What follows belongs to an exercise in optimizing a design on an open flow for small area and a short achievable clock period; a production flow would make more cautious choices.
Only simulation tests tie the RTL to the original design; equivalence was not proved.
No driver is modelled on the clock port, so clocking that relies on it looks cheaper here than on a real chip.

Setup of lagoon:
==> flow/design.v (excerpt) <==
module mac_pipe_nxn #(
    parameter int unsigned DW    = 32,
    parameter int unsigned LAT   = 3,
    parameter int unsigned GUARD = 8
) (
    input  logic                  i_clk,
    input  logic                  i_rstn,
    input  logic                  i_valid,
    output logic                  o_ready,
    input  logic                  i_multa_ns,
    input  logic                  i_multb_ns,
    input  logic [DW-1:0]         i_multa,
    input  logic [DW-1:0]         i_multb,
    input  logic                  i_acc_en,
    input  logic                  i_acc_clr,
    output logic                  o_valid,
    input  logic                  i_ready,
    output logic [2*DW-1:0]       o_product,
    output logic [2*DW+GUARD-1:0] o_acc,
    output logic                  o_acc_ovf
);
    logic advance;
    assign advance = !(o_valid && !i_ready);
    assign o_ready = advance;
    logic        r1_vld;
    logic [31:0] r1_a_n;
    logic        r1_ea_n, r1_sxen, r1_en, r1_clr;
    logic [16:0] r1_one_n, r1_neg;
    logic [15:0] r1_two_n;
    logic [34:0] bx;
    logic [16:0] d_one, d_neg, d_two;
    assign bx = {{2{i_multb_ns & i_multb[31]}}, i_multb, 1'b0};
    always_comb begin
        for (int i = 0; i < 17; i++) begin
            d_neg[i] = bx[2*i+2];
            d_one[i] = bx[2*i+1] ^ bx[2*i];
            d_two[i] = (bx[2*i+2] & ~bx[2*i+1] & ~bx[2*i]) |
                       (~bx[2*i+2] & bx[2*i+1] & bx[2*i]);
        end
    end
    always_ff @(posedge i_clk or negedge i_rstn) begin
        if (!i_rstn) r1_vld <= 1'b0;
        else if (advance) r1_vld <= i_valid;
    end
    always_ff @(posedge i_clk) begin
        if (advance || !r1_vld) begin
            r1_a_n   <= ~i_multa;
            r1_ea_n  <= ~(i_multa_ns & i_multa[31]);
            r1_one_n <= ~d_one;
            r1_two_n <= ~d_two[15:0];
            r1_neg   <= d_neg;
            r1_sxen <= (i_multa_ns | i_multb_ns) & i_acc_en;
            r1_en   <= i_acc_en;
            r1_clr  <= i_acc_clr;
        end
    end
    logic [63:0]      mul_s;
    logic [18-1:0] mul_c;
    wire pp0_0 = ((~((r1_one_n[0] | r1_a_n[0]))) ^ r1_neg[0]);
    wire pp0_1 = ((~((r1_one_n[0] | r1_a_n[1]) & (r1_two_n[0] | r1_a_n[0]))) ^ r1_neg[0]);
  ...
For scale: about 3,700 cells after synthesis, ~310 flip-flops, roughly 210 I/O pins, roughly 37,000 sq um of cells after synthesis.
export LEC_CHECK = 0
export ABC_AREA = 1
export CAP_MARGIN = 20
export CORE_MARGIN = 2
export CORE_UTILIZATION = 60
export SLEW_MARGIN = 20
export SYNTH_HIERARCHICAL = 1
export SYNTH_MINIMUM_KEEP_SIZE = 0
create_clock -name core_clock -period 12.5 [get_ports {i_clk}]
standard.sh (not shown) runs the stock make flow with config.mk's settings and CLKGATE_MAP_FILE= SYNTH_SCRIPT=/design/flow/synth_recipe.tcl, a recipe that flattens the netlist after the stock synthesis.
==> flow/flow/run.sh <==
#!/bin/bash
# Layout flow: the standard flow (standard.sh runs every ORFS step from synthesis to
# finish) with these settings changed:
#  - the ports are buffered with sky130_fd_sc_hd__buf_1 cells (buffer_ports -buffer_cell);
#  - the timing repair steps aim for 7.1 ns of setup slack (SETUP_SLACK_MARGIN);
#  - clock tree synthesis: -sink_clustering_enable -repair_clock_nets -buf_list sky130_fd_sc_hd__clkbuf_4 -dont_use_dummy_load
#  - after clock tree synthesis, flow/recover.tcl sizes down cells off the critical paths.
# The constraints (clock period, input and output delays, loads) are the standard flow's, unchanged.
# make's output goes to make_finish.log; each ORFS step logs to orfs/logs/.
set -euo pipefail
bash standard.sh "BUFFER_PORTS_ARGS=-buffer_cell sky130_fd_sc_hd__buf_1" "SETUP_SLACK_MARGIN=7.1" \
  "CTS_ARGS=-sink_clustering_enable -repair_clock_nets -buf_list sky130_fd_sc_hd__clkbuf_4 -dont_use_dummy_load" "POST_CTS_TCL=$PWD/flow/recover.tcl" finish > make_finish.log 2>&1
==> flow/flow/recover.tcl <==
# Run after clock tree synthesis (POST_CTS_TCL): size down cells on paths whose setup
# slack stays above the repair margin; the later repair steps fix what this breaks.
log_cmd estimate_parasitics -placement
log_cmd repair_timing -recover_power 100 -slack_margin 7.1 -verbose
detailed_placement
Input changes introduced in tundra (baseline for comparison: lagoon):
# lagoon
export LEC_CHECK = 0
export ABC_AREA = 1
export CAP_MARGIN = 20
export CORE_MARGIN = 2
export CORE_UTILIZATION = 60
export SLEW_MARGIN = 20
export SYNTH_HIERARCHICAL = 1
export SYNTH_MINIMUM_KEEP_SIZE = 0
create_clock -name core_clock -period 12.5 [get_ports {i_clk}]
# tundra
export LEC_CHECK = 0
export ABC_AREA = 1
export CAP_MARGIN = 0
export CORE_MARGIN = 2
export CORE_UTILIZATION = 60
export SLEW_MARGIN = 0
export SYNTH_HIERARCHICAL = 1
export SYNTH_MINIMUM_KEEP_SIZE = 0
create_clock -name core_clock -period 12.5 [get_ports {i_clk}]
==> flow/flow/run.sh <==
#!/bin/bash
# Layout flow: the standard flow (standard.sh runs every ORFS step from synthesis to
# finish) with these settings changed:
#  - the ports are buffered with sky130_fd_sc_hd__buf_1 cells (buffer_ports -buffer_cell);
#  - the timing repair steps aim for 7.1 ns of setup slack (SETUP_SLACK_MARGIN);
#  - clock tree synthesis: -sink_clustering_enable -repair_clock_nets -buf_list sky130_fd_sc_hd__clkbuf_4 -dont_use_dummy_load -sink_clustering_size 8 -sink_clustering_max_diameter 50
# The constraints (clock period, input and output delays, loads) are the standard flow's, unchanged.
# make's output goes to make_finish.log; each ORFS step logs to orfs/logs/.
set -euo pipefail
bash standard.sh "BUFFER_PORTS_ARGS=-buffer_cell sky130_fd_sc_hd__buf_1" "SETUP_SLACK_MARGIN=7.1" \
  "CTS_ARGS=-sink_clustering_enable -repair_clock_nets -buf_list sky130_fd_sc_hd__clkbuf_4 -dont_use_dummy_load -sink_clustering_size 8 -sink_clustering_max_diameter 50" finish > make_finish.log 2>&1
removed: flow/flow/recover.tcl
[summary]
Going from lagoon to tundra, routed wire length shrank slightly.
tundra against lagoon; number of inserted filler cells in the final layout is up slightly.
tundra: normalized max-slew margin is 25 points lower than what lagoon reported.
When tundra is set beside lagoon, its final cell area excluding filler cells turns out to be 1.0% smaller.
| layout-stage area growth over the synthesis result | tundra vs lagoon | 1.1 points lower |
Global-route wire length before repair of tundra falls short of that of lagoon slightly.
tundra gives more global routing usage on met1 than lagoon did.
Slack of the worst reg-to-reg path for tundra: 40 ps down relative to lagoon
tundra ends up with a total track usage that is 0.21 points lower than in lagoon.
Here is what was changed in the inputs of violet compared with tundra.
# tundra
export LEC_CHECK = 0
export ABC_AREA = 1
export CAP_MARGIN = 0
export CORE_MARGIN = 2
export CORE_UTILIZATION = 60
export SLEW_MARGIN = 0
export SYNTH_HIERARCHICAL = 1
export SYNTH_MINIMUM_KEEP_SIZE = 0
create_clock -name core_clock -period 12.5 [get_ports {i_clk}]
# violet
export LEC_CHECK = 0
export ABC_AREA = 1
export CAP_MARGIN = 20
export CORE_MARGIN = 2
export CORE_UTILIZATION = 60
export SLEW_MARGIN = 20
export SYNTH_HIERARCHICAL = 1
export SYNTH_MINIMUM_KEEP_SIZE = 0
create_clock -name core_clock -period 12.5 [get_ports {i_clk}]
violet finished all stages; the layout is clean. tundra: done, clean on timing, DRC and antenna. Taking tundra as the reference, in violet share of the core filled with cells in the final layout essentially unchanged; fmax essentially unchanged; final instance area essentially unchanged; wire length essentially unchanged.

[static timing again, ports no longer ideal]
How much do the figures lean on ideal ports? The routed layouts below were timed once more, with nothing changed but the port constraints. Step 1 sets driving cells, clkbuf_16 on the clock port and buf_2 on the other inputs (assumed; they add their load-dependent delay and slew). Step 2 adds t to the input delays and takes it off the output delays; t is the mean of the earliest and latest rising clock arrival at the registers after step 1. Input paths then give back, and output paths get back, about the clock's delay inside the block. Slacks: ideal ports / drivers / drivers and shift; pairs: ideal ports / drivers.
| run | t (ns) | slack for setup (ns) | clock arrival spread, ns | worst data-port slew with drivers (ns) |
|---|---|---|---|---|
| lagoon | 0.866 | 7.120 / 7.098 / 7.098 | 0.111 / 0.112 | 0.06 |
| tundra | 0.904 | 7.132 / 7.112 / 7.112 | 0.100 / 0.100 | 0.06 |
| violet | 0.904 | 7.132 / 7.112 / 7.112 | 0.104 / 0.104 | 0.06 |
After both steps setup and hold are still met in every run listed. For lagoon, which loses most, drivers alone change the setup slack by -0.022 ns; drivers and shift together by -0.022 ns.
